This design comes from an exercise in tuning for small area and a short achievable clock period on the open sky130 flow, not from production work. RTL that was checked went through simulation tests only; none was proved equivalent to the original. No functional check of the RTL was part of run 1. Power is estimated from default activity; no workload was simulated.

==> flow/design.v <==
`default_nettype none
package seq_pkg;
   localparam int seq_prog_depth   = 256;
   localparam int seq_num_inputs   = 4;
   localparam int seq_num_channels = 8;
   localparam int seq_op_hi  = 11;
   localparam int seq_op_lo  = 8;
   localparam int seq_imm_hi = 7;
   localparam int seq_imm_lo = 0;
   localparam int seq_src_hi = 5;   
   localparam int seq_src_lo = 4;
   localparam int seq_cmd_hi = 7;   
   localparam int seq_cmd_lo = 4;
   localparam int seq_dst_hi = 2;
   localparam int seq_dst_lo = 0;
   typedef logic [11:0]                          seq_inst_t;
   typedef logic [$clog2(seq_prog_depth)-1:0]    seq_addr_t;
   typedef logic [7:0]                           seq_byte_t;
   typedef logic [11:0]                          seq_cmd_t;    
   typedef logic [seq_num_channels-1:0]          seq_chan_mask_t;
   typedef enum logic [3:0] {
      op_nop = 4'h0,
      op_ldi = 4'h1,
      op_ldr = 4'h2,
      op_cmd = 4'h3,
      op_dmp = 4'h4,
      op_eqi = 4'h5,
      op_eqr = 4'h6,
      op_jxi = 4'h7,
      op_jxr = 4'h8,
      op_jzi = 4'h9,
      op_jzr = 4'ha    
   } seq_opcode_t;
   typedef enum logic [1:0] {
      state_reset = 2'h0,
      state_ready = 2'h1,
      state_error = 2'h2
   } seq_state_t;
endpackage
`default_nettype wire
`timescale 1ns/1ps
`default_nettype none
module seq_mem_bit (
   input  wire logic clock,
   input  wire logic hold,
   input  wire logic we,
   input  wire logic d,
   output logic      q
);
   always_ff @(posedge clock) begin
      q <= (q & hold) | (d & we);
   end
endmodule
module seq_mem_word (
   input  wire logic        clock,
   input  wire logic        hold,
   input  wire logic        we,
   input  wire logic [11:0] d,
   output logic      [11:0] q
);
   for (genvar b = 0; b < 12; b++) begin : g_bit
      seq_mem_bit u_bit (
         .clock (clock),
         .hold  (hold),
         .we    (we),
         .d     (d[b]),
         .q     (q[b])
      );
   end
endmodule
module seq_rd_oct (
   input  wire logic [7:0] s,
   input  wire logic [7:0] a,
   output logic            y
);
   logic [3:0] l1_n;
   for (genvar i = 0; i < 4; i++) begin : g_l1
      assign l1_n[i] = ~((s[2*i] & a[2*i]) | (s[2*i+1] & a[2*i+1]));
   end
   assign y = ~&l1_n;
endmodule
module seq_rd_nand4 (
   input  wire logic [3:0] a,
   output logic            y
);
   assign y = ~&a;
endmodule
module seq_rd_nor2 (
   input  wire logic [1:0] a,
   output logic            y
);
   assign y = ~|a;
endmodule
module seq_rd_nand2 (
   input  wire logic [1:0] a,
   output logic            y
);
   assign y = ~&a;
endmodule
module seq_rd_column (
   input  wire logic [255:0] sel,
   input  wire logic [255:0] bits,
   output logic              y
);
   logic [31:0]  l2;     
   logic [15:0]  l3_n;   
   logic [3:0]   l4;     
   logic [1:0]   l5_n;   
   for (genvar i = 0; i < 32; i++) begin : g_l2
      seq_rd_oct u (.s (sel[8*i+7:8*i]), .a (bits[8*i+7:8*i]), .y (l2[i]));
   end
   for (genvar i = 0; i < 16; i++) begin : g_l3
      seq_rd_nor2 u (.a (l2[2*i+1:2*i]), .y (l3_n[i]));
   end
   for (genvar i = 0; i < 4; i++) begin : g_l4
      seq_rd_nand4 u (.a (l3_n[4*i+3:4*i]), .y (l4[i]));
   end
   for (genvar i = 0; i < 2; i++) begin : g_l5
      seq_rd_nor2 u (.a (l4[2*i+1:2*i]), .y (l5_n[i]));
   end
   seq_rd_nand2 u_l6 (.a (l5_n), .y (y));
endmodule
module seq_program_memory (
   input  wire logic               clock,
   input  wire logic               prog_wen,
   input  wire seq_pkg::seq_addr_t prog_addr,
   input  wire seq_pkg::seq_inst_t prog_data,
   input  wire logic [15:0]        fetch_lo_n,
   input  wire logic [15:0]        fetch_hi_n,
   output seq_pkg::seq_inst_t      inst
);
   localparam int depth = seq_pkg::seq_prog_depth;
   logic [15:0] wlo, whi;
   always_comb begin
      for (int j = 0; j < 16; j++) begin
         wlo[j] = prog_wen & (prog_addr[3:0] == j[3:0]);
         whi[j] = (prog_addr[7:4] == j[3:0]);
      end
   end
   logic [11:0]      word_q [depth];
   logic [depth-1:0] sel;
   logic [depth-1:0] col    [12];
   for (genvar i = 0; i < depth; i++) begin : g_word
      wire we = whi[i/16] & wlo[i%16];
      assign sel[i] = ~(fetch_hi_n[i/16] | fetch_lo_n[i%16]);
      seq_mem_word u_word (
         .clock (clock),
         .hold  (~we),
         .we    (we),
         .d     (prog_data),
         .q     (word_q[i])
      );
      for (genvar b = 0; b < 12; b++) begin : g_col
         assign col[b][i] = word_q[i][b];
      end
   end
   for (genvar b = 0; b < 12; b++) begin : g_read
      seq_rd_column u_col (
         .sel  (sel),
         .bits (col[b]),
         .y    (inst[b])
      );
   end
endmodule
`default_nettype wire
`timescale 1ns/1ps
`default_nettype none
module seq_core (
   input  wire logic               clock,
   input  wire logic               reset,
   input  wire seq_pkg::seq_inst_t inst,
   input  wire logic               inst_en,
   input  wire seq_pkg::seq_byte_t ireg_0,
   input  wire seq_pkg::seq_byte_t ireg_1,
   input  wire seq_pkg::seq_byte_t ireg_2,
   input  wire seq_pkg::seq_byte_t ireg_3,
   output seq_pkg::seq_addr_t      next,
   output logic [15:0]             next_lo_n,
   output logic [15:0]             next_hi_n,
   output seq_pkg::seq_cmd_t       oreg,
   output seq_pkg::seq_chan_mask_t oreg_wen,
   output logic                    error
);
   logic                    c_rdy, c_err;
   seq_pkg::seq_byte_t      c_transfer;
   seq_pkg::seq_addr_t      c_addr;
   logic [15:0]             c_lo_n, c_hi_n;
   logic [3:0]              opcode;
   seq_pkg::seq_byte_t      imm;
   logic [1:0]              src;
   logic [3:0]              cmd;
   logic [2:0]              dst;
   seq_pkg::seq_byte_t      ireg_mux;
   logic                    transfer_zero;
   logic                    ready, exec;
   assign opcode = inst[11:8];
   assign imm    = inst[7:0];
   assign src    = inst[5:4];
   assign cmd    = inst[7:4];
   assign dst    = inst[2:0];
   always_comb begin
      case (src)
         2'd0:    ireg_mux = ireg_0;
         2'd1:    ireg_mux = ireg_1;
         2'd2:    ireg_mux = ireg_2;
         default: ireg_mux = ireg_3;
      endcase
   end
   assign transfer_zero = (c_transfer == 8'd0);
   assign ready         = c_rdy & ~c_err;
   assign exec          = ready & inst_en;
   logic op_ldi, op_ldr, op_wr, op_cmd, op_eqi, op_eqr;
   logic jump_imm, jump_reg, illegal;
   assign op_ldi   = (opcode == seq_pkg::op_ldi);
   assign op_ldr   = (opcode == seq_pkg::op_ldr);
   assign op_cmd   = (opcode == seq_pkg::op_cmd);
   assign op_wr    = (opcode == seq_pkg::op_cmd) | (opcode == seq_pkg::op_dmp);
   assign op_eqi   = (opcode == seq_pkg::op_eqi);
   assign op_eqr   = (opcode == seq_pkg::op_eqr);
   assign jump_imm = (opcode == seq_pkg::op_jxi) | ((opcode == seq_pkg::op_jzi) & transfer_zero);
   assign jump_reg = (opcode == seq_pkg::op_jxr) | ((opcode == seq_pkg::op_jzr) & transfer_zero);
   assign illegal  = (opcode > seq_pkg::op_jzr);
   logic pc_imm, pc_reg, pc_inc, pc_hold;
   assign pc_imm  = exec & jump_imm;
   assign pc_reg  = exec & jump_reg;
   assign pc_inc  = exec & ~jump_imm & ~jump_reg & ~illegal;
   assign pc_hold = ready & ~inst_en;
   logic [15:0] imm_lo, imm_hi, reg_lo, reg_hi;
   assign imm_lo = 16'd1 << imm[3:0];
   assign imm_hi = 16'd1 << imm[7:4];
   assign reg_lo = 16'd1 << ireg_mux[3:0];
   assign reg_hi = 16'd1 << ireg_mux[7:4];
   logic [15:0] lo, hi, lo_inc, hi_inc;
   assign lo     = ~c_lo_n;
   assign hi     = ~c_hi_n;
   assign lo_inc = {lo[14:0], lo[15]};
   assign hi_inc = lo[15] ? {hi[14:0], hi[15]} : hi;
   seq_pkg::seq_addr_t n_addr;
   logic [15:0]        n_lo, n_hi;
   assign n_addr = ({8{pc_imm}}  & imm)
                 | ({8{pc_reg}}  & ireg_mux)
                 | ({8{pc_inc}}  & (c_addr + 8'd1))   
                 | ({8{pc_hold}} & c_addr);
   assign n_lo   = ({16{pc_imm}}  & imm_lo)
                 | ({16{pc_reg}}  & reg_lo)
                 | ({16{pc_inc}}  & lo_inc)
                 | ({16{pc_hold}} & lo)
                 | {15'd0, ~(pc_imm | pc_reg | pc_inc | pc_hold)};
   assign n_hi   = ({16{pc_imm}}  & imm_hi)
                 | ({16{pc_reg}}  & reg_hi)
                 | ({16{pc_inc}}  & hi_inc)
                 | ({16{pc_hold}} & hi)
                 | {15'd0, ~(pc_imm | pc_reg | pc_inc | pc_hold)};
   seq_pkg::seq_byte_t n_transfer;
   always_comb begin
      if (!ready) begin
         n_transfer = '0;   
      end else if (!inst_en) begin
         n_transfer = c_transfer;
      end else if (illegal) begin
         n_transfer = '0;
      end else if (op_ldi) begin
         n_transfer = imm;
      end else if (op_ldr) begin
         n_transfer = ireg_mux;
      end else if (op_eqi) begin
         n_transfer = {7'd0, c_transfer == imm};
      end else if (op_eqr) begin
         n_transfer = {7'd0, c_transfer == ireg_mux};
      end else begin
         n_transfer = c_transfer;
      end
   end
   logic n_err, n_rdy;
   assign n_err = c_err | (c_rdy & exec & illegal);
   assign n_rdy = ~n_err;
   assign oreg     = {op_cmd ? cmd : 4'b0000, c_transfer};
   assign oreg_wen = (exec & op_wr) ? (8'd1 << dst) : 8'd0;
   assign next      = c_addr;
   assign next_lo_n = c_lo_n;
   assign next_hi_n = c_hi_n;
   assign error     = c_err;
   always_ff @(posedge clock) begin
      if (reset) begin
         c_err      <= 1'b0;
         c_rdy      <= 1'b0;
         c_transfer <= '0;
         c_addr     <= '0;
         c_lo_n     <= 16'hfffe;
         c_hi_n     <= 16'hfffe;
      end else begin
         c_err      <= n_err;
         c_rdy      <= n_rdy;
         c_transfer <= n_transfer;
         c_addr     <= n_addr;
         c_lo_n     <= ~n_lo;
         c_hi_n     <= ~n_hi;
      end
   end
endmodule
`default_nettype wire
`timescale 1ns/1ps
`default_nettype none
module seq_command_bank (
   input  wire logic                    clock,
   input  wire logic                    reset,
   input  wire seq_pkg::seq_cmd_t       oreg,
   input  wire seq_pkg::seq_chan_mask_t oreg_wen,
   output seq_pkg::seq_cmd_t            chan_0,
   output seq_pkg::seq_cmd_t            chan_1,
   output seq_pkg::seq_cmd_t            chan_2,
   output seq_pkg::seq_cmd_t            chan_3,
   output seq_pkg::seq_cmd_t            chan_4,
   output seq_pkg::seq_cmd_t            chan_5,
   output seq_pkg::seq_cmd_t            chan_6,
   output seq_pkg::seq_cmd_t            chan_7,
   output seq_pkg::seq_chan_mask_t      chan_strobe
);
   seq_pkg::seq_cmd_t chan_q [seq_pkg::seq_num_channels];
   seq_pkg::seq_cmd_t wdata;
   assign wdata = reset ? '0 : oreg;
   always_ff @(posedge clock) begin
      chan_strobe <= reset ? '0 : oreg_wen;   
   end
   for (genvar i = 0; i < seq_pkg::seq_num_channels; i++) begin : g_chan
      wire load = reset | oreg_wen[i];
      seq_mem_word u_word (
         .clock (clock),
         .hold  (~load),
         .we    (load),
         .d     (wdata),
         .q     (chan_q[i])
      );
   end
   assign chan_0 = chan_q[0];
   assign chan_1 = chan_q[1];
   assign chan_2 = chan_q[2];
   assign chan_3 = chan_q[3];
   assign chan_4 = chan_q[4];
   assign chan_5 = chan_q[5];
   assign chan_6 = chan_q[6];
   assign chan_7 = chan_q[7];
endmodule
`default_nettype wire
`timescale 1ns/1ps
`default_nettype none
module seq_top (
   input  wire logic               clock,
   input  wire logic               reset,
   input  wire logic               run,
   input  wire logic               prog_wen,
   input  wire seq_pkg::seq_addr_t prog_addr,
   input  wire seq_pkg::seq_inst_t prog_data,
   input  wire seq_pkg::seq_byte_t ireg_0,
   input  wire seq_pkg::seq_byte_t ireg_1,
   input  wire seq_pkg::seq_byte_t ireg_2,
   input  wire seq_pkg::seq_byte_t ireg_3,
   output seq_pkg::seq_addr_t      pc,
   output logic                    error,
   output seq_pkg::seq_cmd_t       chan_0,
   output seq_pkg::seq_cmd_t       chan_1,
   output seq_pkg::seq_cmd_t       chan_2,
   output seq_pkg::seq_cmd_t       chan_3,
   output seq_pkg::seq_cmd_t       chan_4,
   output seq_pkg::seq_cmd_t       chan_5,
   output seq_pkg::seq_cmd_t       chan_6,
   output seq_pkg::seq_cmd_t       chan_7,
   output seq_pkg::seq_chan_mask_t chan_strobe
);
   logic                    inst_en;
   seq_pkg::seq_inst_t      inst;
   seq_pkg::seq_cmd_t       oreg;
   seq_pkg::seq_chan_mask_t oreg_wen;
   logic [15:0]             fetch_lo_n;
   logic [15:0]             fetch_hi_n;
   assign inst_en = run & ~prog_wen;   
   seq_program_memory seq_program_memory_inst (
      .clock      (clock),
      .prog_wen   (prog_wen),
      .prog_addr  (prog_addr),
      .prog_data  (prog_data),
      .fetch_lo_n (fetch_lo_n),
      .fetch_hi_n (fetch_hi_n),
      .inst       (inst)
   );
   seq_core seq_core_inst (
      .clock    (clock),
      .reset    (reset),
      .inst     (inst),
      .inst_en  (inst_en),
      .ireg_0   (ireg_0),
      .ireg_1   (ireg_1),
      .ireg_2   (ireg_2),
      .ireg_3   (ireg_3),
      .next      (pc),
      .next_lo_n (fetch_lo_n),
      .next_hi_n (fetch_hi_n),
      .oreg     (oreg),
      .oreg_wen (oreg_wen),
      .error    (error)
   );
   seq_command_bank seq_command_bank_inst (
      .clock       (clock),
      .reset       (reset),
      .oreg        (oreg),
      .oreg_wen    (oreg_wen),
      .chan_0      (chan_0),
      .chan_1      (chan_1),
      .chan_2      (chan_2),
      .chan_3      (chan_3),
      .chan_4      (chan_4),
      .chan_5      (chan_5),
      .chan_6      (chan_6),
      .chan_7      (chan_7),
      .chan_strobe (chan_strobe)
   );
endmodule
`default_nettype wire
==> flow/run.sh <==
#!/bin/bash
# synth_recipe.tcl (not shown) runs the flow's synth.tcl, then flattens the netlist and writes it again
# the make line also repeats each setting of config.mk as NAME=value (left out here)
make -C /OpenROAD-flow-scripts/flow DESIGN_CONFIG=/design/flow/config.mk WORK_HOME=/design/flow/orfs CLKGATE_MAP_FILE= SYNTH_SCRIPT=/design/flow/synth_recipe.tcl finish
==> flow/config.mk <==
export PLATFORM = sky130hd
export DESIGN_NAME = seq_top
export DESIGN_NICKNAME = seq_top
export VERILOG_FILES = /design/flow/design.v
export SDC_FILE = /design/flow/constraint.sdc
export NUM_CORES = 4
export LEC_CHECK = 0
export CAP_MARGIN = 20
export CORE_MARGIN = 2
export CORE_UTILIZATION = 40
export SETUP_SLACK_MARGIN = 2.8
export SLEW_MARGIN = 20
export SYNTH_HIERARCHICAL = 1
==> flow/constraint.sdc <==
create_clock -name core_clock -period 6.0 [get_ports {clock}]
set_input_delay 1.2000 -clock core_clock [delete_from_list [all_inputs] [get_ports {clock}]]
set_output_delay 1.2000 -clock core_clock [all_outputs]
set_load 0.01 [all_outputs]
==> impl_metrics.yaml, run 1 <==
outcome:
  status: "no timing/DRC/antenna violations"
detailed_routing:
  vias_per_cell: 6.94
  ant_nets: 0
  drt_first_iter_violations: 14900
  num_vias: 104000
  dr.pass1.iters: 6
  routed_wl_um: 491000
  wire_per_inst_um: 32.6
  drcViolationCount: 0
floorplanning:
  rows: 197
  dieWidth_um: 542
  die_h_um: 542
  core_um2: 288000
  initial_core_util: 0.402
  pin_count: 169
  die_area_um2: 293000
sta:
  max_freq_mhz: 231
  setup_viol: 0
  fin_crit_ps: 4340
  rsz0062_at_grt: "true"
  relSlewSlack: 0.189
  skew_ps: 96.0
  finalCritPeriodShare: 0.723
  finalHoldViolCount: 0
  final-max-slew-violation-count: 0
  setup_tns_ps: 0
  worstMarginPinSlew_ps: 1210
clock_network:
  htreeDepth: 5
  cts_buffer_depth: 4
  cts.sinks: 3226
  clk_root_buffer_cell: "clkbuf_16"
  ctsHoldBuffers: 0
  cts_tree: "done"
  cts_buffers: 339
  path_clk_slew_ps: 60
  clk_latency_ps: 980
cells_and_area:
  drive_above_1_share: 0.167
  num-nets-final: 11000
  fillers: 25400
  fin_cells: 15000
  register_area_um2: 64700
  fin_util: 0.492
  syn_to_final_growth_pct: 22.5
  multi_input_area_um2: 52700
worst_setup_path:
  worstPathRequired_ps: 6820
  crit_type: "reg -> reg"
  worstPathCellList: "buf_12 -> buf_12 -> nor2_4 -> a22oi_1 -> nand4_1 -> nor2_2 -> nand4_1 -> nor2_1 -> nand2_2 -> nor3_4 -> a21oi_2 -> nor3_4 -> buf_6 -> nand2b_2 -> nor3_4 -> buf_6 -> nor2_4 -> a22o_1"
  cp.arrival_ps: 5160
  critPathLaunchType: "flip-flop"
  cp_max_fo: 12
  cp_slowest_cell: "nand4_1"
  slowest_delay_ps: 580
  crit_buf_inv: 4
  cp_top_family: "simple AND/OR/NAND/NOR gates"
  cp-end-kind: "flip-flop"
  critPathMostFrequentCell: "nor3_4"
global_routing:
  gr-total-overflow: 0
  grt_max_degree: 133
  grt_pass1_vias: 98600
  track_usage: 0.318
  grt_antenna_before_repair: 14
  grt_pass1_wl_um: 704000
synth:
  yosysWarnings: 14
  synth.most_common_cell: "dfxtp_1"
  syn_inst: 10100
  netlist_area_um2: 116000
  synth_commonest_cells: "dfxtp_1 (3226), a22o_1 (3172), a22oi_1 (1548)"
  synth_largest_area_cell: "dfxtp_1"
  yosys_most_used_dff: "dfxtp_1"
  ys_seq_area_frac: 0.558
  synth_edf_count: 0
  synth.ff_latch_count: 3226
  synth_top_area_frac: 0.558
  async_flop_share: 0
  synth_area_leaders: "dfxtp_1 (56%), a22o_1 (24%), a22oi_1 (10%)"
  syn_nets: 10200
  syn_avg_cell_area_um2: 11.4
  synthDistinctLibCells: 70
power:
  power_density_nw_per_um2: 335
  cellLeakagePower_nw: 51.9
  p_total_w: 0.0475
  max-vdd-ir-drop_mv: 0.221
flow_run:
  drv_cap: 0
min_path:
  hp-class: "reg -> reg"
placed_design:
  portBuffers: 168
  routabilityCongestion: 0.997
  dp_hpwl_um: 307000
  placedCellCount: 14300
[worst register-to-register path: stages, from the launching register on]
cell and delay, ps:
dfxtp_4 410, buf_12 160, buf_12 180, nor2_4 110
a22oi_1 320, nand4_1 180, nor2_2 230, nand4_1 580
nor2_1 330, nand2_2 190, nor3_4 170, a21oi_2 60
nor3_4 340, buf_6 180, nand2b_2 150, nor3_4 200
buf_6 150, nor2_4 50, a22o_1 250
[layout make-up]
class                   instances  area share
multi-input cells            6612       0.372
well taps                    3781      0.0334
repair buffers                793      0.0563
inverters                       7    0.000185
diodes                         18    0.000318
clock buffers                 479      0.0692
flip-flops and latches       3226       0.457
clock inverters               128      0.0124
[per-module statistics from Yosys (local to each module, per instance), a selection]
module | cells inside | times used | cell area [um^2] | flops+latches
seq_program_memory | 1069 | 1 | 5400 | 0
seq_core | 468 | 1 | 3600 | 50
seq_command_bank | 47 | 1 | 400 | 8
seq_rd_oct | 5 | 384 | 36.3 | 0
seq_mem_bit | 2 | 3168 | 28.8 | 1
seq_top | 1 | 1 | 13.8 | 0
seq_rd_nand4 | 1 | 48 | 6.26 | 0
seq_rd_nand2 | 1 | 12 | 3.75 | 0
seq_rd_nor2 | 1 | 216 | 3.75 | 0
[final timing paths]
kind,startpoint,to,slack (ps),cells after the start
worst min-delay path,flip-flop,flip-flop,480,1
worst min register to register,flip-flop,flip-flop,480,1
worst max register to register,seq_core_inst.c_lo_n[10]$_SDFF_PP1_,flip-flop,1660,18
worst max-delay path,seq_core_inst.c_lo_n[10]$_SDFF_PP1_,flip-flop,1660,18
[layout by cell type (no fill, tap or decap), types with 10 or more instances in the layout]
cell	synthesis	final
a21o_1	22	22
a21oi_1	53	32
a21oi_2	0	21
a22o_1	3172	3172
a22oi_1	1548	1452
a22oi_2	0	96
buf_12	1	87
buf_16	0	10
buf_4	8	467
buf_6	8	49
buf_8	0	23
bufinv_16	0	33
clkbuf_1	183	67
clkbuf_16	0	345
clkbuf_8	0	68
clkdlybuf4s50_1	0	143
clkinv_2	0	57
clkinvlp_4	0	15
dfxtp_1	3226	3187
dfxtp_4	0	31
diode_2	0	18
mux2_2	17	15
nand2_1	40	18
nand2_2	0	15
nand3_1	265	256
nand4_1	434	434
nor2_1	549	256
nor2_2	0	188
nor2_4	0	107
nor2b_1	34	20
nor2b_4	1	11
nor3_1	227	187
nor3_2	52	70
nor3_4	0	22
o22ai_1	13	12
[report_power, final]
group	total, W	leakage (nW)	switching [W]	internal [W]
clock	0.0220	5.67	0.00911	0.0129
sequential	0.0231	26.2	0.000621	0.0225
combinational	0.00249	20.0	0.00140	0.00109
total	0.0475	51.9	0.0111	0.0364
[registers in the layout (all words and copies together) (netlist names)]
| register | cells |
|---|---|
| seq_program_memory_inst.g_word.u_word.g_bit.u_bit.q | 3072 |
| seq_command_bank_inst.g_chan.u_word.g_bit.u_bit.q | 96 |
| seq_core_inst.c_hi_n | 16 |
| seq_core_inst.c_lo_n | 16 |
| seq_command_bank_inst.chan_strobe | 8 |
| seq_core_inst.c_addr | 8 |
| seq_core_inst.c_transfer | 8 |
| seq_core_inst.c_err | 1 |
| seq_core_inst.c_rdy | 1 |
[through the flow]
step,cell area [um^2],worst slack [ps],hold WS (ps)
after global routing,142000,1760,491
final,142000,1660,480
after CTS,141000,1990,483
after detailed placement,125000,282,471
after floorplan,116000,2730,456
after global placement,125000,416,466
[timing repair]
item	in CTS	in global routing
setup buffers	129	24
resized for setup	629	204
cloned	14	1
endpoints found under the setup margin	3150	511
pin swaps	165	117
[cell families after synthesis]
kind of cell             Yosys count  synth area share
AND/OR/NAND/NOR                 1712            0.0786
XOR/XNOR                          11          0.000833
flip-flops                      3226             0.558
AO/OA/AOI/OAI                   4854             0.348
adder cells (fa/ha/maj)            1          0.000108
buffers and inverters            287            0.0108
multiplexers                      26           0.00319
[metal layers]
metal | GRT usage | wire (um)
met4 | 0.190 | 33100
met3 | 0.0785 | 53700
met1 | 0.422 | 196000
met5 | 0 | 46
met2 | 0.465 | 208000
==> inputs of run 2 (changes only) <==
--- a/flow/design.v
+++ b/flow/design.v
@@ -120,6 +120,24 @@
    end
    seq_rd_nand2 u_l6 (.a (l5_n), .y (y));
 endmodule
+module seq_wr_dec (
+   input  wire logic lo,
+   input  wire logic hi,
+   input  wire logic lo_n,
+   input  wire logic hi_n,
+   output logic      hold,
+   output logic      we
+);
+   assign hold = ~(lo & hi);
+   assign we   = ~(lo_n | hi_n);
+endmodule
+module seq_rd_dec (
+   input  wire logic lo_n,
+   input  wire logic hi_n,
+   output logic      sel
+);
+   assign sel = ~(lo_n | hi_n);
+endmodule
 module seq_program_memory (
    input  wire logic               clock,
    input  wire logic               prog_wen,
@@ -130,22 +148,36 @@
    output seq_pkg::seq_inst_t      inst
 );
    localparam int depth = seq_pkg::seq_prog_depth;
-   logic [15:0] wlo, whi;
+   logic [15:0] wlo, whi, wlo_n, whi_n;
    always_comb begin
       for (int j = 0; j < 16; j++) begin
-         wlo[j] = prog_wen & (prog_addr[3:0] == j[3:0]);
-         whi[j] = (prog_addr[7:4] == j[3:0]);
+         wlo[j]   = prog_wen & (prog_addr[3:0] == j[3:0]);
+         whi[j]   = (prog_addr[7:4] == j[3:0]);
+         wlo_n[j] = ~wlo[j];
+         whi_n[j] = ~whi[j];
       end
    end
    logic [11:0]      word_q [depth];
    logic [depth-1:0] sel;
    logic [depth-1:0] col    [12];
    for (genvar i = 0; i < depth; i++) begin : g_word
-      wire we = whi[i/16] & wlo[i%16];
-      assign sel[i] = ~(fetch_hi_n[i/16] | fetch_lo_n[i%16]);
+      logic hold, we;
+      seq_wr_dec u_wdec (
+         .lo   (wlo[i%16]),
+         .hi   (whi[i/16]),
+         .lo_n (wlo_n[i%16]),
+         .hi_n (whi_n[i/16]),
+         .hold (hold),
+         .we   (we)
+      );
+      seq_rd_dec u_rdec (
+         .lo_n (fetch_lo_n[i%16]),
+         .hi_n (fetch_hi_n[i/16]),
+         .sel  (sel[i])
+      );
       seq_mem_word u_word (
          .clock (clock),
-         .hold  (~we),
+         .hold  (hold),
          .we    (we),
          .d     (prog_data),
          .q     (word_q[i])
--- a/flow/config.mk
+++ b/flow/config.mk
@@ -6,8 +6,11 @@
 export NUM_CORES = 4
 export LEC_CHECK = 0
 export CAP_MARGIN = 20
+export CELL_PAD_IN_SITES_DETAIL_PLACEMENT = 1
+export CELL_PAD_IN_SITES_GLOBAL_PLACEMENT = 1
 export CORE_MARGIN = 2
 export CORE_UTILIZATION = 40
 export SETUP_SLACK_MARGIN = 2.8
 export SLEW_MARGIN = 20
 export SYNTH_HIERARCHICAL = 1
+export TNS_END_PERCENT = 5
==> impl_metrics.yaml, run 2 <==
placed_design:
  placedCellCount: 14200
  dp_hpwl_um: 339000
  routabilityCongestion: 0.912
  portBuffers: 168
  place_area_um2: 124000
cells_and_area:
  layout_common_cells: "dfxtp_1 (3201), a22o_1 (3172), a22oi_1 (1458)"
  syn_to_final_growth_pct: 23.3
  design_area_um2: 140000
  final_common_cell: "dfxtp_1"
  num-nets-final: 11100
  regMostFlops: "seq_program_memory_inst.g_word.u_word.g_bit.u_bit.q"
  biggestRegsByFlops: "seq_program_memory_inst.g_word.u_word.g_bit.u_bit.q x3072, seq_command_bank_inst.g_chan.u_word.g_bit.u_bit.q x96"
  drive_above_1_share: 0.150
  largest_reg_flops: 3072
  fin_cells: 15000
detailed_routing:
  num_vias: 101000
  dr.pass1.iters: 6
  drcViolationCount: 0
  wire_per_inst_um: 35.5
  vias_per_cell: 6.74
  routed_wl_um: 533000
  ant_nets: 0
  drt_first_iter_violations: 11000
synth:
  synth.most_common_cell: "dfxtp_1"
  synth_top_area_frac: 0.568
  netlist_area_um2: 114000
  synth_commonest_cells: "dfxtp_1 (3226), a22o_1 (3172), a22oi_1 (1548)"
  synth_largest_area_cell: "dfxtp_1"
  ys_seq_area_frac: 0.568
  async_flop_share: 0
  syn_avg_cell_area_um2: 11.5
  syn_inst: 9912
  yosys_most_used_dff: "dfxtp_1"
  syn_nets: 9969
  yosysWarnings: 14
  synth.ff_latch_count: 3226
  synthDistinctLibCells: 67
  synth_area_leaders: "dfxtp_1 (57%), a22o_1 (24%), a22oi_1 (10%)"
  synth_edf_count: 0
floorplanning:
  core_um2: 283000
  die_area_um2: 288000
  die_h_um: 537
  rows: 195
  dieWidth_um: 537
  initial_core_util: 0.402
  pin_count: 169
sta:
  final-max-slew-violation-count: 0
  setup_tns_ps: 0
  max_freq_mhz: 227
  rsz0062_at_grt: "true"
  holdWs_ps: 480
  setup_viol: 0
  fin_crit_ps: 4410
  skew_ps: 43.5
  finalHoldViolCount: 0
  worstMarginPinSlew_ps: 1230
  relSlewSlack: 0.175
  finalCritPeriodShare: 0.735
clock_network:
  cts_buffer_depth: 4
  cts_buffers: 351
  cts.sinks: 3226
  clk_latency_ps: 950
  path_clk_slew_ps: 60
  clk_root_buffer_cell: "clkbuf_16"
  htreeDepth: 5
  cts_tree: "done"
worst_setup_path:
  crit_type: "reg -> reg"
  cp-end-kind: "flip-flop"
  cp_max_fo: 12
  worstPathCellList: "buf_12 -> nor2_4 -> a22oi_2 -> nand4_1 -> nor2_4 -> nand4_1 -> nor2_4 -> nand2_4 -> buf_12 -> buf_12 -> mux4_2 -> nor3_2 -> buf_4 -> a221oi_2 -> or2_1"
  slowest_delay_ps: 650
  worstPathRequired_ps: 6830
  cp_slowest_cell: "nand4_1"
  critPathLaunchType: "flip-flop"
  cp.arrival_ps: 5230
outcome:
  status: "no timing/DRC/antenna violations"
min_path:
  hp-class: "reg -> reg"
global_routing:
  grt_pass1_wl_um: 747000
  track_usage: 0.352
  grt_max_degree: 97
  gr-total-overflow: 0
  grt_antenna_before_repair: 44
  grt_pass1_vias: 99800
power:
  power_density_nw_per_um2: 343
  max-vdd-ir-drop_mv: 0.259
  cellLeakagePower_nw: 51.8
flow_run:
  drv_cap: 0
-- run 2: final cells by class --
class | instances | area, um^2
Fill cell | 29300 | 142000
Sequential cell | 3226 | 64700
Multi-Input combinational cell | 6638 | 50900
Clock buffer | 518 | 10500
Timing Repair Buffer | 767 | 7750
Tap cell | 3743 | 4680
Clock inverter | 114 | 1520
Antenna cell | 25 | 62.6
Inverter | 9 | 37.5
-- run 2: kinds of logic (layout without fill, tap and decap cells) --
logic type | after synthesis | count (layout) | synth area share
fa+ha+maj | 1 | 1 | 0.000110
other cells | 0 | 25 | 0
compound gates | 4854 | 4854 | 0.354
buf+inv | 50 | 1408 | 0.00194
flops | 3226 | 3226 | 0.568
simple gates | 1744 | 1746 | 0.0712
xor+xnor | 11 | 11 | 0.000848
mux | 26 | 26 | 0.00325
-- run 2: repair_timing --
action                     4_1_cts  5_1_grt
setup buffers                   62       90
pin swaps                       49      147
gates resized for setup        286      323
hold endpoints to repair         0        0
setup endpoints to repair     2898     3187
hold buffers                     0        0
cloned                           6        4
-- run 2: modules after synthesis (local to each module, per instance), excerpt --
module / times used / area (um^2) / flip-flops and latches / cells inside
seq_top: 1 / 13.8 / 0 / 1
seq_command_bank: 1 / 400 / 8 / 47
seq_wr_dec: 256 / 7.51 / 0 / 2
seq_rd_oct: 384 / 36.3 / 0 / 5
seq_program_memory: 1 / 483 / 0 / 96
seq_mem_bit: 3168 / 28.8 / 1 / 2
seq_core: 1 / 3600 / 50 / 468
seq_rd_nand4: 48 / 6.26 / 0 / 1
seq_rd_nand2: 12 / 3.75 / 0 / 1
seq_rd_nor2: 216 / 3.75 / 0 / 1
seq_rd_dec: 256 / 3.75 / 0 / 1
-- run 2: where the power goes --
part | switching [W] | internal, W
sequential | 0.000641 | 0.0225
combinational | 0.00121 | 0.00105
clock | 0.00924 | 0.0134
-- run 2: critical path, delay by kind of cell (launching register included) --
family                 cells  cell delay, ps
buffers and inverters      4             630
flip-flops                 1             480
AO/OA/AOI/OAI              2             310
multiplexers               1             440
AND/OR/NAND/NOR            8            2380
-- run 2: final timing paths --
| path | from | cells after the start | to | slack, ps |
|---|---|---|---|---|
| worst max-delay path | seq_core_inst.c_lo_n[2]$_SDFF_PP1_ | 15 | seq_core_inst.c_hi_n[1]$_SDFF_PP1_ | 1590 |
| worst min-delay path | flip-flop | 1 | flip-flop | 480 |
| worst max register to register | seq_core_inst.c_lo_n[2]$_SDFF_PP1_ | 15 | seq_core_inst.c_hi_n[1]$_SDFF_PP1_ | 1590 |
| worst min register to register | flip-flop | 1 | flip-flop | 480 |
-- run 2: routing by layer --
metal,GRT usage,share of wire,up-vias
met3,0.0605,0.075,942
met1,0.477,0.43,53000
met4,0.159,0.049,6
met2,0.549,0.45,4280
met5,0,0.000068,-
li1,-,-,43200
-- run 2: per-stage QoR --
step,power [W],setup WS (ps),utilization
floorplan,0.0245,2810,-
global placement,0.0256,-397,0.439
detailed placement,0.0257,-314,0.439
CTS,0.0482,1640,0.488
global route,0.0493,1640,0.496
finish,0.0480,1590,0.496
==> inputs of run 3 (changes only) <==
--- a/flow/design.v
+++ b/flow/design.v
@@ -79,12 +79,6 @@
    end
    assign y = ~&l1_n;
 endmodule
-module seq_rd_nand4 (
-   input  wire logic [3:0] a,
-   output logic            y
-);
-   assign y = ~&a;
-endmodule
 module seq_rd_nor2 (
    input  wire logic [1:0] a,
    output logic            y
@@ -100,25 +94,29 @@
 module seq_rd_column (
    input  wire logic [255:0] sel,
    input  wire logic [255:0] bits,
-   output logic              y
+   output logic              y_n
 );
    logic [31:0]  l2;     
    logic [15:0]  l3_n;   
-   logic [3:0]   l4;     
-   logic [1:0]   l5_n;   
+   logic [7:0]   l4;     
+   logic [3:0]   l5_n;   
+   logic [1:0]   l6;     
    for (genvar i = 0; i < 32; i++) begin : g_l2
       seq_rd_oct u (.s (sel[8*i+7:8*i]), .a (bits[8*i+7:8*i]), .y (l2[i]));
    end
    for (genvar i = 0; i < 16; i++) begin : g_l3
       seq_rd_nor2 u (.a (l2[2*i+1:2*i]), .y (l3_n[i]));
    end
-   for (genvar i = 0; i < 4; i++) begin : g_l4
-      seq_rd_nand4 u (.a (l3_n[4*i+3:4*i]), .y (l4[i]));
+   for (genvar i = 0; i < 8; i++) begin : g_l4
+      seq_rd_nand2 u (.a (l3_n[2*i+1:2*i]), .y (l4[i]));
    end
-   for (genvar i = 0; i < 2; i++) begin : g_l5
+   for (genvar i = 0; i < 4; i++) begin : g_l5
       seq_rd_nor2 u (.a (l4[2*i+1:2*i]), .y (l5_n[i]));
    end
-   seq_rd_nand2 u_l6 (.a (l5_n), .y (y));
+   for (genvar i = 0; i < 2; i++) begin : g_l6
+      seq_rd_nand2 u (.a (l5_n[2*i+1:2*i]), .y (l6[i]));
+   end
+   seq_rd_nor2 u_l7 (.a (l6), .y (y_n));
 endmodule
 module seq_wr_dec (
    input  wire logic lo,
@@ -145,7 +143,7 @@
    input  wire seq_pkg::seq_inst_t prog_data,
    input  wire logic [15:0]        fetch_lo_n,
    input  wire logic [15:0]        fetch_hi_n,
-   output seq_pkg::seq_inst_t      inst
+   output seq_pkg::seq_inst_t      inst_n
 );
    localparam int depth = seq_pkg::seq_prog_depth;
    logic [15:0] wlo, whi, wlo_n, whi_n;
@@ -190,7 +188,7 @@
       seq_rd_column u_col (
          .sel  (sel),
          .bits (col[b]),
-         .y    (inst[b])
+         .y_n  (inst_n[b])
       );
    end
 endmodule
@@ -200,7 +198,7 @@
 module seq_core (
    input  wire logic               clock,
    input  wire logic               reset,
-   input  wire seq_pkg::seq_inst_t inst,
+   input  wire seq_pkg::seq_inst_t inst_n,
    input  wire logic               inst_en,
    input  wire seq_pkg::seq_byte_t ireg_0,
    input  wire seq_pkg::seq_byte_t ireg_1,
@@ -217,6 +215,7 @@
    seq_pkg::seq_byte_t      c_transfer;
    seq_pkg::seq_addr_t      c_addr;
    logic [15:0]             c_lo_n, c_hi_n;
+   seq_pkg::seq_inst_t      inst;
    logic [3:0]              opcode;
    seq_pkg::seq_byte_t      imm;
    logic [1:0]              src;
@@ -225,6 +224,7 @@
    seq_pkg::seq_byte_t      ireg_mux;
    logic                    transfer_zero;
    logic                    ready, exec;
+   assign inst   = ~inst_n;
    assign opcode = inst[11:8];
    assign imm    = inst[7:0];
    assign src    = inst[5:4];
@@ -238,6 +238,21 @@
          default: ireg_mux = ireg_3;
       endcase
    end
+   logic [15:0] ir_lo [4];
+   logic [15:0] ir_hi [4];
+   logic [3:0]  ir_eq;
+   assign ir_lo[0] = 16'd1 << ireg_0[3:0];
+   assign ir_lo[1] = 16'd1 << ireg_1[3:0];
+   assign ir_lo[2] = 16'd1 << ireg_2[3:0];
+   assign ir_lo[3] = 16'd1 << ireg_3[3:0];
+   assign ir_hi[0] = 16'd1 << ireg_0[7:4];
+   assign ir_hi[1] = 16'd1 << ireg_1[7:4];
+   assign ir_hi[2] = 16'd1 << ireg_2[7:4];
+   assign ir_hi[3] = 16'd1 << ireg_3[7:4];
+   assign ir_eq[0] = (c_transfer == ireg_0);
+   assign ir_eq[1] = (c_transfer == ireg_1);
+   assign ir_eq[2] = (c_transfer == ireg_2);
+   assign ir_eq[3] = (c_transfer == ireg_3);
    assign transfer_zero = (c_transfer == 8'd0);
    assign ready         = c_rdy & ~c_err;
    assign exec          = ready & inst_en;
@@ -260,8 +275,8 @@
    logic [15:0] imm_lo, imm_hi, reg_lo, reg_hi;
    assign imm_lo = 16'd1 << imm[3:0];
    assign imm_hi = 16'd1 << imm[7:4];
-   assign reg_lo = 16'd1 << ireg_mux[3:0];
-   assign reg_hi = 16'd1 << ireg_mux[7:4];
+   assign reg_lo = ir_lo[src];
+   assign reg_hi = ir_hi[src];
    logic [15:0] lo, hi, lo_inc, hi_inc;
    assign lo     = ~c_lo_n;
    assign hi     = ~c_hi_n;
@@ -298,7 +313,7 @@
       end else if (op_eqi) begin
          n_transfer = {7'd0, c_transfer == imm};
       end else if (op_eqr) begin
-         n_transfer = {7'd0, c_transfer == ireg_mux};
+         n_transfer = {7'd0, ir_eq[src]};
       end else begin
          n_transfer = c_transfer;
       end
@@ -400,7 +415,7 @@
    output seq_pkg::seq_chan_mask_t chan_strobe
 );
    logic                    inst_en;
-   seq_pkg::seq_inst_t      inst;
+   seq_pkg::seq_inst_t      inst_n;
    seq_pkg::seq_cmd_t       oreg;
    seq_pkg::seq_chan_mask_t oreg_wen;
    logic [15:0]             fetch_lo_n;
@@ -413,12 +428,12 @@
       .prog_data  (prog_data),
       .fetch_lo_n (fetch_lo_n),
       .fetch_hi_n (fetch_hi_n),
-      .inst       (inst)
+      .inst_n     (inst_n)
    );
    seq_core seq_core_inst (
       .clock    (clock),
       .reset    (reset),
-      .inst     (inst),
+      .inst_n   (inst_n),
       .inst_en  (inst_en),
       .ireg_0   (ireg_0),
       .ireg_1   (ireg_1),
--- a/flow/config.mk
+++ b/flow/config.mk
@@ -7,10 +7,11 @@
 export LEC_CHECK = 0
 export CAP_MARGIN = 20
 export CELL_PAD_IN_SITES_DETAIL_PLACEMENT = 1
-export CELL_PAD_IN_SITES_GLOBAL_PLACEMENT = 1
 export CORE_MARGIN = 2
 export CORE_UTILIZATION = 40
+export CTS_CLUSTER_DIAMETER = 100
+export CTS_CLUSTER_SIZE = 20
 export SETUP_SLACK_MARGIN = 2.8
 export SLEW_MARGIN = 20
 export SYNTH_HIERARCHICAL = 1
-export TNS_END_PERCENT = 5
+export TNS_END_PERCENT = 10
==> impl_metrics.yaml, run 3 <==
outcome:
  status: "no timing/DRC/antenna violations"
sta:
  relSlewSlack: 0.203
  worstMarginPinSlew_ps: 1200
  rsz0062_at_grt: "true"
  final-max-slew-violation-count: 0
  setup_tns_ps: 0
  max_freq_mhz: 240
  skew_ps: 89.3
  finalCritPeriodShare: 0.696
  finalHoldViolCount: 0
  fin_crit_ps: 4170
  setup_viol: 0
worst_setup_path:
  cp_max_fo: 12
  r2r_start: "seq_core_inst.c_lo_n[15]$_SDFF_PP1_"
  r2r_end: "seq_core_inst.c_lo_n[4]$_SDFF_PP1_"
  worstPathCellList: "buf_12 -> buf_12 -> nor2_4 -> a22oi_1 -> nand4_1 -> nor2_1 -> nand2_1 -> nor2_2 -> nand2_1 -> nor2_1 -> buf_4 -> inv_1 -> nor4_1 -> buf_4 -> a31o_4 -> a21oi_2"
  cp-end-kind: "flip-flop"
  worstPathRequired_ps: 6790
  ff2ff_path_depth: 16
  cp.arrival_ps: 4960
  critPathLaunchType: "flip-flop"
  crit_type: "reg -> reg"
  cp_slowest_cell: "dfxtp_4"
  r2r_slack_ps: 1830
  slowest_delay_ps: 530
clock_network:
  ctsHoldBuffers: 0
  htreeDepth: 4
  clk_latency_ps: 940
  cts_buffer_depth: 4
  path_clk_slew_ps: 90
  cts.sinks: 3226
  cts_buffers: 188
  cts_tree: "done"
  clk_root_buffer_cell: "clkbuf_16"
power:
  max-vdd-ir-drop_mv: 0.261
  cellLeakagePower_nw: 48.7
  power_density_nw_per_um2: 284
global_routing:
  grt_max_degree: 114
  grt_pass1_vias: 102000
  grt_pass1_wl_um: 725000
  grt_antenna_before_repair: 30
  gr-total-overflow: 0
  track_usage: 0.333
synth:
  async_flop_share: 0
  synth_edf_count: 0
  yosysWarnings: 16
  synth.ff_latch_count: 3226
  syn_inst: 10000
  ys_seq_area_frac: 0.566
  yosys_most_used_dff: "dfxtp_1"
  synth.most_common_cell: "dfxtp_1"
  synth_area_leaders: "dfxtp_1 (57%), a22o_1 (24%), a22oi_1 (10%)"
  synth_commonest_cells: "dfxtp_1 (3226), a22o_1 (3168), a22oi_1 (1537)"
  synthDistinctLibCells: 66
  syn_nets: 10100
  synth_top_area_frac: 0.566
  synth_largest_area_cell: "dfxtp_1"
  syn_avg_cell_area_um2: 11.4
  netlist_area_um2: 114000
placed_design:
  dp_hpwl_um: 319000
  portBuffers: 168
  routabilityCongestion: 0.970
detailed_routing:
  num_vias: 103000
  wire_per_inst_um: 34.7
  dr.pass1.iters: 7
  vias_per_cell: 7.06
  ant_nets: 0
  routed_wl_um: 507000
  drcViolationCount: 0
  drt_first_iter_violations: 13400
floorplanning:
  rows: 196
  initial_core_util: 0.401
  core_um2: 284000
  die_h_um: 538
  dieWidth_um: 538
  die_area_um2: 289000
  pin_count: 169
cells_and_area:
  largest_reg_flops: 3072
  fin_util: 0.475
  layout_common_cells: "dfxtp_1 (3200), a22o_1 (3168), a22oi_1 (1354)"
  biggestRegsByFlops: "seq_program_memory_inst.g_word.u_word.g_bit.u_bit.q x3072, seq_command_bank_inst.g_chan.u_word.g_bit.u_bit.q x96"
  syn_to_final_growth_pct: 18.5
  final_common_cell: "dfxtp_1"
  drive_above_1_share: 0.145
  num-nets-final: 10900
  regMostFlops: "seq_program_memory_inst.g_word.u_word.g_bit.u_bit.q"
min_path:
  hp-class: "reg -> reg"
  worstHoldPathCells: 1
flow_run:
  drv_cap: 0
==> run 3: cell count changes after synthesis, sizes merged, moves of 10 or more <==
cell | before | now
a222oi | 2 | 12
xor2 | 3 | 29
nor2 | 827 | 875
buf | 17 | 31
xnor2 | 8 | 18
nand4 | 434 | 390
a21o | 22 | 0
nand2 | 319 | 418
nor3 | 33 | 20
a22oi | 1548 | 1537
o32a | 1 | 12
a21oi | 53 | 29
==> run 3: per-layer routing <==
layer  routed length (um)  up-vias  share of wire  GRT usage
met5                   77        -        0.00015          0
met4                36300       10          0.072      0.206
met3                46500     1457          0.092     0.0697
met2               226000     5905           0.45      0.515
met1               198000    53200           0.39      0.427
li1                     -    42600              -          -
==> run 3: critical path: cells and delay by family, from the launching register on <==
kind	cells	cell delay, ps
and+or+nand+nor	8	2050
buffers and inverters	5	950
DFF	1	530
AOI/OAI and AO/OA	3	480
==> run 3: metrics by stage <==
| step | std cells | hold slack [ps] | cell area (um^2) | power [W] | setup slack [ps] |
|---|---|---|---|---|---|
| global placement | 14100 | 466 | 123000 | 0.0255 | 226 |
| finish | 14600 | 489 | 135000 | 0.0384 | 1830 |
| CTS | 14500 | 492 | 134000 | 0.0383 | 2110 |
| global route | 14600 | 502 | 135000 | 0.0394 | 1920 |
| floorplan | 10000 | 456 | 114000 | 0.0245 | 2710 |
| detailed placement | 14100 | 471 | 123000 | 0.0256 | 220 |
==> run 3: what timing repair did <==
| action | CTS | global route |
|---|---|---|
| hold endpoints to repair | 0 | 0 |
| pin swaps | 206 | 137 |
| gates cloned | 23 | 3 |
| buffers inserted | 198 | 55 |
| resized for setup | 1029 | 210 |
| setup endpoints to repair | 3228 | 2944 |
==> run 3: cell type report <==
cell class / count / area, um^2
inverter: 5 / 18.8
antenna: 30 / 75.1
multi-input combinational: 6732 / 53300
tap: 3762 / 4710
sequential: 3226 / 64700
clock inverter: 11 / 131
clock buffer: 192 / 4740
timing repair buffer: 671 / 7470
fill: 29900 / 149000
==> run 3: how the worst max path moves through the flow <==
stage	startpoint	end
CTS	seq_core_inst.c_lo_n[4]$_SDFF_PP1_	seq_core_inst.c_lo_n[4]$_SDFF_PP1_
global placement	seq_core_inst.c_hi_n[4]$_SDFF_PP1_	flip-flop
floorplan	seq_core_inst.c_hi_n[10]$_SDFF_PP1_	seq_core_inst.c_lo_n[4]$_SDFF_PP1_
detailed placement	seq_core_inst.c_lo_n[3]$_SDFF_PP1_	flip-flop
global route	seq_core_inst.c_lo_n[13]$_SDFF_PP1_	seq_core_inst.c_lo_n[7]$_SDFF_PP1_
finish	seq_core_inst.c_lo_n[15]$_SDFF_PP1_	seq_core_inst.c_lo_n[4]$_SDFF_PP1_
==> run 3: logic make-up (layout without fill, tap and decap cells) <==
group,Yosys count,in the layout,synth area share
compound gates,4816,4816,0.352
flops,3226,3226,0.566
simple gates,1830,1844,0.0726
buf+inv,56,879,0.00264
xor+xnor,47,47,0.00361
mux,24,24,0.00315
fa+ha+maj,1,1,0.000110
other cells,0,30,0
==> run 3: per-module statistics from Yosys, one instance, submodules excluded, a selection <==
module / copies in the design / area, um^2 / flip-flops and latches
seq_command_bank: 1 / 400 / 8
seq_core: 1 / 3780 / 50
seq_mem_bit: 3168 / 28.8 / 1
seq_program_memory: 1 / 483 / 0
seq_rd_dec: 256 / 3.75 / 0
seq_rd_nand2: 120 / 3.75 / 0
seq_rd_nor2: 252 / 3.75 / 0
seq_rd_oct: 384 / 36.3 / 0
seq_top: 1 / 13.8 / 0
seq_wr_dec: 256 / 7.51 / 0
==> run 3: power by group <==
group / internal (W) / switching [W] / leakage [nW] / total [W]
Combinational: 0.00109 / 0.00122 / 20.2 / 0.00230
Sequential: 0.0224 / 0.000658 / 26.2 / 0.0231
Clock: 0.00566 / 0.00735 / 2.39 / 0.0130
Total: 0.0292 / 0.00922 / 48.7 / 0.0384
==> inputs of run 4 (changes only) <==
--- a/flow/design.v
+++ b/flow/design.v
@@ -215,114 +215,106 @@
    seq_pkg::seq_byte_t      c_transfer;
    seq_pkg::seq_addr_t      c_addr;
    logic [15:0]             c_lo_n, c_hi_n;
-   seq_pkg::seq_inst_t      inst;
-   logic [3:0]              opcode;
-   seq_pkg::seq_byte_t      imm;
-   logic [1:0]              src;
-   logic [3:0]              cmd;
-   logic [2:0]              dst;
-   seq_pkg::seq_byte_t      ireg_mux;
-   logic                    transfer_zero;
-   logic                    ready, exec;
-   assign inst   = ~inst_n;
-   assign opcode = inst[11:8];
-   assign imm    = inst[7:0];
-   assign src    = inst[5:4];
-   assign cmd    = inst[7:4];
-   assign dst    = inst[2:0];
-   always_comb begin
-      case (src)
-         2'd0:    ireg_mux = ireg_0;
-         2'd1:    ireg_mux = ireg_1;
-         2'd2:    ireg_mux = ireg_2;
-         default: ireg_mux = ireg_3;
-      endcase
-   end
+   seq_pkg::seq_byte_t ir [4];
+   assign ir[0] = ireg_0;
+   assign ir[1] = ireg_1;
+   assign ir[2] = ireg_2;
+   assign ir[3] = ireg_3;
    logic [15:0] ir_lo [4];
    logic [15:0] ir_hi [4];
    logic [3:0]  ir_eq;
-   assign ir_lo[0] = 16'd1 << ireg_0[3:0];
-   assign ir_lo[1] = 16'd1 << ireg_1[3:0];
-   assign ir_lo[2] = 16'd1 << ireg_2[3:0];
-   assign ir_lo[3] = 16'd1 << ireg_3[3:0];
-   assign ir_hi[0] = 16'd1 << ireg_0[7:4];
-   assign ir_hi[1] = 16'd1 << ireg_1[7:4];
-   assign ir_hi[2] = 16'd1 << ireg_2[7:4];
-   assign ir_hi[3] = 16'd1 << ireg_3[7:4];
-   assign ir_eq[0] = (c_transfer == ireg_0);
-   assign ir_eq[1] = (c_transfer == ireg_1);
-   assign ir_eq[2] = (c_transfer == ireg_2);
-   assign ir_eq[3] = (c_transfer == ireg_3);
-   assign transfer_zero = (c_transfer == 8'd0);
-   assign ready         = c_rdy & ~c_err;
-   assign exec          = ready & inst_en;
-   logic op_ldi, op_ldr, op_wr, op_cmd, op_eqi, op_eqr;
-   logic jump_imm, jump_reg, illegal;
-   assign op_ldi   = (opcode == seq_pkg::op_ldi);
-   assign op_ldr   = (opcode == seq_pkg::op_ldr);
-   assign op_cmd   = (opcode == seq_pkg::op_cmd);
-   assign op_wr    = (opcode == seq_pkg::op_cmd) | (opcode == seq_pkg::op_dmp);
-   assign op_eqi   = (opcode == seq_pkg::op_eqi);
-   assign op_eqr   = (opcode == seq_pkg::op_eqr);
-   assign jump_imm = (opcode == seq_pkg::op_jxi) | ((opcode == seq_pkg::op_jzi) & transfer_zero);
-   assign jump_reg = (opcode == seq_pkg::op_jxr) | ((opcode == seq_pkg::op_jzr) & transfer_zero);
-   assign illegal  = (opcode > seq_pkg::op_jzr);
-   logic pc_imm, pc_reg, pc_inc, pc_hold;
-   assign pc_imm  = exec & jump_imm;
-   assign pc_reg  = exec & jump_reg;
-   assign pc_inc  = exec & ~jump_imm & ~jump_reg & ~illegal;
-   assign pc_hold = ready & ~inst_en;
-   logic [15:0] imm_lo, imm_hi, reg_lo, reg_hi;
+   for (genvar k = 0; k < 4; k++) begin : g_ir
+      assign ir_lo[k] = 16'd1 << ir[k][3:0];
+      assign ir_hi[k] = 16'd1 << ir[k][7:4];
+      assign ir_eq[k] = (c_transfer == ir[k]);
+   end
+   logic               ready, exec, tz;
+   logic [15:0]        lo, hi, lo_inc, hi_inc;
+   seq_pkg::seq_addr_t addr_inc;
+   assign ready    = c_rdy & ~c_err;
+   assign exec     = ready & inst_en;
+   assign tz       = (c_transfer == 8'd0);
+   assign lo       = ~c_lo_n;
+   assign hi       = ~c_hi_n;
+   assign lo_inc   = {lo[14:0], lo[15]};
+   assign hi_inc   = lo[15] ? {hi[14:0], hi[15]} : hi;
+   assign addr_inc = c_addr + 8'd1;   
+   seq_pkg::seq_inst_t inst;
+   logic [3:0]         op;
+   seq_pkg::seq_byte_t imm;
+   logic [3:0]         src_oh;
+   assign inst   = ~inst_n;
+   assign op     = inst[11:8];
+   assign imm    = inst[7:0];
+   assign src_oh = 4'd1 << inst[5:4];
+   logic [15:0] imm_lo, imm_hi;
    assign imm_lo = 16'd1 << imm[3:0];
    assign imm_hi = 16'd1 << imm[7:4];
-   assign reg_lo = ir_lo[src];
-   assign reg_hi = ir_hi[src];
-   logic [15:0] lo, hi, lo_inc, hi_inc;
-   assign lo     = ~c_lo_n;
-   assign hi     = ~c_hi_n;
-   assign lo_inc = {lo[14:0], lo[15]};
-   assign hi_inc = lo[15] ? {hi[14:0], hi[15]} : hi;
+   logic op_ldi, op_ldr, op_wr, op_cmd, op_eqi, op_eqr, op_jmp, op_jmr;
+   logic keep_t, illegal;
+   assign op_ldi  = (op == seq_pkg::op_ldi);
+   assign op_ldr  = (op == seq_pkg::op_ldr);
+   assign op_cmd  = (op == seq_pkg::op_cmd);
+   assign op_wr   = (op == seq_pkg::op_cmd) | (op == seq_pkg::op_dmp);
+   assign op_eqi  = (op == seq_pkg::op_eqi);
+   assign op_eqr  = (op == seq_pkg::op_eqr);
+   assign op_jmp  = (op == seq_pkg::op_jxi) | ((op == seq_pkg::op_jzi) & tz);
+   assign op_jmr  = (op == seq_pkg::op_jxr) | ((op == seq_pkg::op_jzr) & tz);
+   assign illegal = (op > seq_pkg::op_jzr);
+   assign keep_t  = ~(op_ldi | op_ldr | op_eqi | op_eqr | illegal);
+   logic       s_imm, s_inc, s_hold, s_zero;
+   logic [3:0] s_reg;
+   assign s_imm  = exec & op_jmp;
+   assign s_reg  = {4{exec & op_jmr}} & src_oh;
+   assign s_inc  = exec & ~op_jmp & ~op_jmr & ~illegal;
+   assign s_hold = ready & ~inst_en;
+   assign s_zero = ~ready | (exec & illegal);
+   logic       t_imm, t_eqi, t_hold;
+   logic [3:0] t_reg, t_eqr;
+   assign t_imm  = exec & op_ldi;
+   assign t_reg  = {4{exec & op_ldr}} & src_oh;
+   assign t_eqi  = exec & op_eqi;
+   assign t_eqr  = {4{exec & op_eqr}} & src_oh;
+   assign t_hold = ready & (~inst_en | keep_t);
    seq_pkg::seq_addr_t n_addr;
    logic [15:0]        n_lo, n_hi;
-   assign n_addr = ({8{pc_imm}}  & imm)
-                 | ({8{pc_reg}}  & ireg_mux)
-                 | ({8{pc_inc}}  & (c_addr + 8'd1))   
-                 | ({8{pc_hold}} & c_addr);
-   assign n_lo   = ({16{pc_imm}}  & imm_lo)
-                 | ({16{pc_reg}}  & reg_lo)
-                 | ({16{pc_inc}}  & lo_inc)
-                 | ({16{pc_hold}} & lo)
-                 | {15'd0, ~(pc_imm | pc_reg | pc_inc | pc_hold)};
-   assign n_hi   = ({16{pc_imm}}  & imm_hi)
-                 | ({16{pc_reg}}  & reg_hi)
-                 | ({16{pc_inc}}  & hi_inc)
-                 | ({16{pc_hold}} & hi)
-                 | {15'd0, ~(pc_imm | pc_reg | pc_inc | pc_hold)};
+   always_comb begin
+      n_addr = ({8{s_imm}}  & imm)
+             | ({8{s_inc}}  & addr_inc)
+             | ({8{s_hold}} & c_addr);
+      n_lo   = ({16{s_imm}}  & imm_lo)
+             | ({16{s_inc}}  & lo_inc)
+             | ({16{s_hold}} & lo)
+             | {15'd0, s_zero};
+      n_hi   = ({16{s_imm}}  & imm_hi)
+             | ({16{s_inc}}  & hi_inc)
+             | ({16{s_hold}} & hi)
+             | {15'd0, s_zero};
+      for (int k = 0; k < 4; k++) begin
+         n_addr = n_addr | ({8{s_reg[k]}}  & ir[k]);
+         n_lo   = n_lo   | ({16{s_reg[k]}} & ir_lo[k]);
+         n_hi   = n_hi   | ({16{s_reg[k]}} & ir_hi[k]);
+      end
+   end
    seq_pkg::seq_byte_t n_transfer;
+   logic               eq_bit;
    always_comb begin
-      if (!ready) begin
-         n_transfer = '0;   
-      end else if (!inst_en) begin
-         n_transfer = c_transfer;
-      end else if (illegal) begin
-         n_transfer = '0;
-      end else if (op_ldi) begin
-         n_transfer = imm;
-      end else if (op_ldr) begin
-         n_transfer = ireg_mux;
-      end else if (op_eqi) begin
-         n_transfer = {7'd0, c_transfer == imm};
-      end else if (op_eqr) begin
-         n_transfer = {7'd0, ir_eq[src]};
-      end else begin
-         n_transfer = c_transfer;
+      eq_bit = t_eqi & (c_transfer == imm);
+      for (int k = 0; k < 4; k++) begin
+         eq_bit = eq_bit | (t_eqr[k] & ir_eq[k]);
+      end
+      n_transfer = ({8{t_imm}}  & imm)
+                 | ({8{t_hold}} & c_transfer)
+                 | {7'd0, eq_bit};
+      for (int k = 0; k < 4; k++) begin
+         n_transfer = n_transfer | ({8{t_reg[k]}} & ir[k]);
       end
    end
    logic n_err, n_rdy;
    assign n_err = c_err | (c_rdy & exec & illegal);
    assign n_rdy = ~n_err;
-   assign oreg     = {op_cmd ? cmd : 4'b0000, c_transfer};
-   assign oreg_wen = (exec & op_wr) ? (8'd1 << dst) : 8'd0;
+   assign oreg     = {op_cmd ? inst[7:4] : 4'b0000, c_transfer};
+   assign oreg_wen = (exec & op_wr) ? (8'd1 << inst[2:0]) : 8'd0;
    assign next      = c_addr;
    assign next_lo_n = c_lo_n;
    assign next_hi_n = c_hi_n;
==> impl_metrics.yaml, run 4 <==
detailed_routing:
  ant_nets: 0
  routed_wl_um: 514000
  wire_per_inst_um: 34.8
  drt_first_iter_violations: 13700
  num_vias: 105000
  dr.pass1.iters: 9
  vias_per_cell: 7.08
  drcViolationCount: 0
floorplanning:
  initial_core_util: 0.403
  core_um2: 286000
  dieWidth_um: 541
  pin_count: 169
  die_h_um: 541
  rows: 196
  die_area_um2: 292000
cells_and_area:
  design_area_um2: 137000
  syn_to_final_growth_pct: 18.6
  regMostFlops: "seq_program_memory_inst.g_word.u_word.g_bit.u_bit.q"
  largest_reg_flops: 3072
  final_common_cell: "dfxtp_1"
  biggestRegsByFlops: "seq_program_memory_inst.g_word.u_word.g_bit.u_bit.q x3072, seq_command_bank_inst.g_chan.u_word.g_bit.u_bit.q x96"
  num-nets-final: 11100
  fin_util: 0.478
  drive_above_1_share: 0.150
  layout_common_cells: "dfxtp_1 (3195), a22o_1 (3170), a22oi_1 (1387)"
synth:
  synth_largest_area_cell: "dfxtp_1"
  yosysWarnings: 17
  synth_top_area_frac: 0.561
  synth_area_leaders: "dfxtp_1 (56%), a22o_1 (24%), a22oi_1 (10%)"
  netlist_area_um2: 115000
  syn_inst: 10200
  synthDistinctLibCells: 71
  syn_avg_cell_area_um2: 11.3
  syn_nets: 10300
  synth_commonest_cells: "dfxtp_1 (3226), a22o_1 (3172), a22oi_1 (1541)"
  ys_seq_area_frac: 0.561
  synth.most_common_cell: "dfxtp_1"
  synth.ff_latch_count: 3226
  yosys_most_used_dff: "dfxtp_1"
  async_flop_share: 0
  synth_edf_count: 0
worst_setup_path:
  crit_type: "reg -> reg"
  critPathLaunchType: "flip-flop"
  cp.arrival_ps: 4670
  cp-end-kind: "flip-flop"
  cp_max_fo: 7
  worstPathCellList: "buf_12 -> buf_16 -> nor2_4 -> a22oi_2 -> nand4_1 -> nor2_2 -> nand2_2 -> nor2_4 -> nand2_4 -> nor2_4 -> buf_4 -> or2_4 -> nor4_1 -> a311oi_4 -> o22ai_2 -> o21ai_4"
  worstPathRequired_ps: 6710
  cp_slowest_cell: "o21ai_4"
  critPathMostFrequentCell: "nor2_4"
  slowest_delay_ps: 410
clock_network:
  path_clk_slew_ps: 90
  clk_latency_ps: 900
  cts_tree: "done"
  cts_buffer_depth: 3
  htreeDepth: 4
  cts_buffers: 181
  cts.sinks: 3226
  clk_root_buffer_cell: "clkbuf_16"
placed_design:
  routabilityCongestion: 0.997
  place_area_um2: 124000
  portBuffers: 168
  dp_hpwl_um: 330000
  place_ws_ps: 80.0
sta:
  setup_ws_ps: 2050
  holdWs_ps: 490
  max_freq_mhz: 253
  setup_viol: 0
  fin_crit_ps: 3950
  worstMarginPinSlew_ps: 1090
  finalCritPeriodShare: 0.659
  relSlewSlack: 0.271
  rsz0062_at_grt: "true"
  finalHoldViolCount: 0
  skew_ps: 37.9
  final-max-slew-violation-count: 0
power:
  max-vdd-ir-drop_mv: 0.297
  power_density_nw_per_um2: 282
  cellLeakagePower_nw: 49.1
global_routing:
  grt_antenna_before_repair: 37
  grt_pass1_wl_um: 737000
  grt_pass1_vias: 102000
  grt_max_degree: 123
  gr-total-overflow: 0
  track_usage: 0.335
min_path:
  hp-class: "reg -> reg"
outcome:
  status: "no timing/DRC/antenna violations"
flow_run:
  drv_cap: 0
## run 4: cell types whose count changed after synthesis, moves of 11 or more
cell	delta
nor3_1	+21
xnor2_1	+12
o22ai_1	+26
nand3_1	+17
nor2_1	-28
nor4_1	+12
xor2_1	-17
o21ai_0	+43
clkbuf_1	+29
a31oi_1	+11
nand2b_1	+13
nand2_1	+14
## run 4: worst max-delay path: cells and delay by family, from the launching register on
family	cells	cell delay (ps)
AND/OR/NAND/NOR	9	1680
buffers and inverters	3	550
flip-flops	1	370
AO/OA/AOI/OAI	4	1090
## run 4: cell type report
class	instances	area, um^2
timing repair buffer	686	7390
sequential	3226	64700
tap	3762	4710
clock inverter	19	333
antenna	20	50.0
fill	29800	149000
clock buffer	186	4620
inverter	13	52.6
multi-input combinational	6891	54700
## run 4: power by group
part	leakage, nW	internal [W]	total [W]	switching (W)
Combinational	20.5	0.00110	0.00240	0.00130
Clock	2.42	0.00564	0.0130	0.00739
Sequential	26.2	0.0224	0.0231	0.000661
## run 4: cell families (layout without fill, tap and decap cells)
family,Yosys count,count (layout),synth area share
muxes,24,24,0.00285
other,0,20,0
DFF,3226,3226,0.561
AOI/OAI and AO/OA,4908,4908,0.353
adders and majority gates,1,1,0.000109
buffers and inverters,100,904,0.00397
and+or+nand+nor,1903,1916,0.0759
xor gates and xnor gates,42,42,0.00319
## run 4: routing by layer
layer  vias to the layer above  global-route usage  part of all wire
met4                        12               0.177             0.060
met3                      1322              0.0808              0.10
met1                     54000               0.448              0.40
met2                      6110               0.498              0.43
met5                         -                   0           0.00026
li1                      43300                   -                 -
## run 4: final timing paths
| kind | startpoint | end | slack (ps) | cells past startpoint |
|---|---|---|---|---|
| setup / recovery | seq_core_inst.c_hi_n[0]$_SDFF_PP0_ | seq_core_inst.c_lo_n[5]$_SDFF_PP1_ | 2050 | 16 |
| hold reg to reg | flip-flop | flip-flop | 490 | 1 |
| hold / removal | flip-flop | flip-flop | 490 | 1 |
| setup reg to reg | seq_core_inst.c_hi_n[0]$_SDFF_PP0_ | seq_core_inst.c_lo_n[5]$_SDFF_PP1_ | 2050 | 16 |
## run 4: stage by stage
| step | power [W] | TNS, ps | instances |
|---|---|---|---|
| floorplan | 0.0245 | 0 | 10200 |
| global placement | 0.0255 | -999 | 14300 |
| detailed placement | 0.0257 | 0 | 14300 |
| CTS | 0.0384 | 0 | 14700 |
| global route | 0.0395 | 0 | 14800 |
| finish | 0.0385 | 0 | 14800 |
## run 4: per-module statistics from Yosys (local to each module, per instance), a selection
module,cells inside,flip-flops and latches,cell area [um^2]
seq_command_bank,47,8,400
seq_top,1,0,13.8
seq_rd_oct,5,0,36.3
seq_program_memory,96,0,483
seq_mem_bit,2,1,28.8
seq_rd_nand2,1,0,3.75
seq_rd_nor2,1,0,3.75
seq_core,664,50,4860
seq_wr_dec,2,0,7.51
seq_rd_dec,1,0,3.75
## run 4: repair_timing
action | CTS | global route
buffers inserted | 167 | 70
hold buffers | 0 | 0
setup endpoints to repair | 2998 | 2727
cloned | 22 | 0
pin swaps | 190 | 167
resized for setup | 1097 | 245

-- separate check: timing with driven ports --
The results above use ideal ports. As a check the final layouts listed here were re-extracted and re-timed, cells and wires unchanged.
Step 1 sets driving cells, clkbuf_16 on the clock port and buf_2 on the other inputs (assumed; they add their load-dependent delay and slew).
Step 2 times the ports against the registers' clock, not the clock port: input delays grow and output delays shrink by t, the midpoint of the rising clock arrivals with the driver on.
Slacks: ideal ports / drivers / drivers and shift; pairs: ideal ports / drivers.
run | shift t [ns] | slack for setup (ns) | worst hold slack (ns)
run 1 | 1.034 | 1.665 / 1.665 / 1.639 | 0.480 / 0.480 / 0.480
run 2 | 1.029 | 1.593 / 1.593 / 0.960 | 0.480 / 0.480 / 0.480
run 3 | 1.004 | 1.827 / 1.827 / 1.258 | 0.489 / 0.489 / 0.489
run 4 | 0.983 | 2.047 / 2.047 / 1.156 | 0.490 / 0.490 / 0.490
After both steps every run listed still meets setup and hold. The setup slack of run 4, which loses most, moves by 0.000 ns with the drivers and by -0.891 ns with both steps.
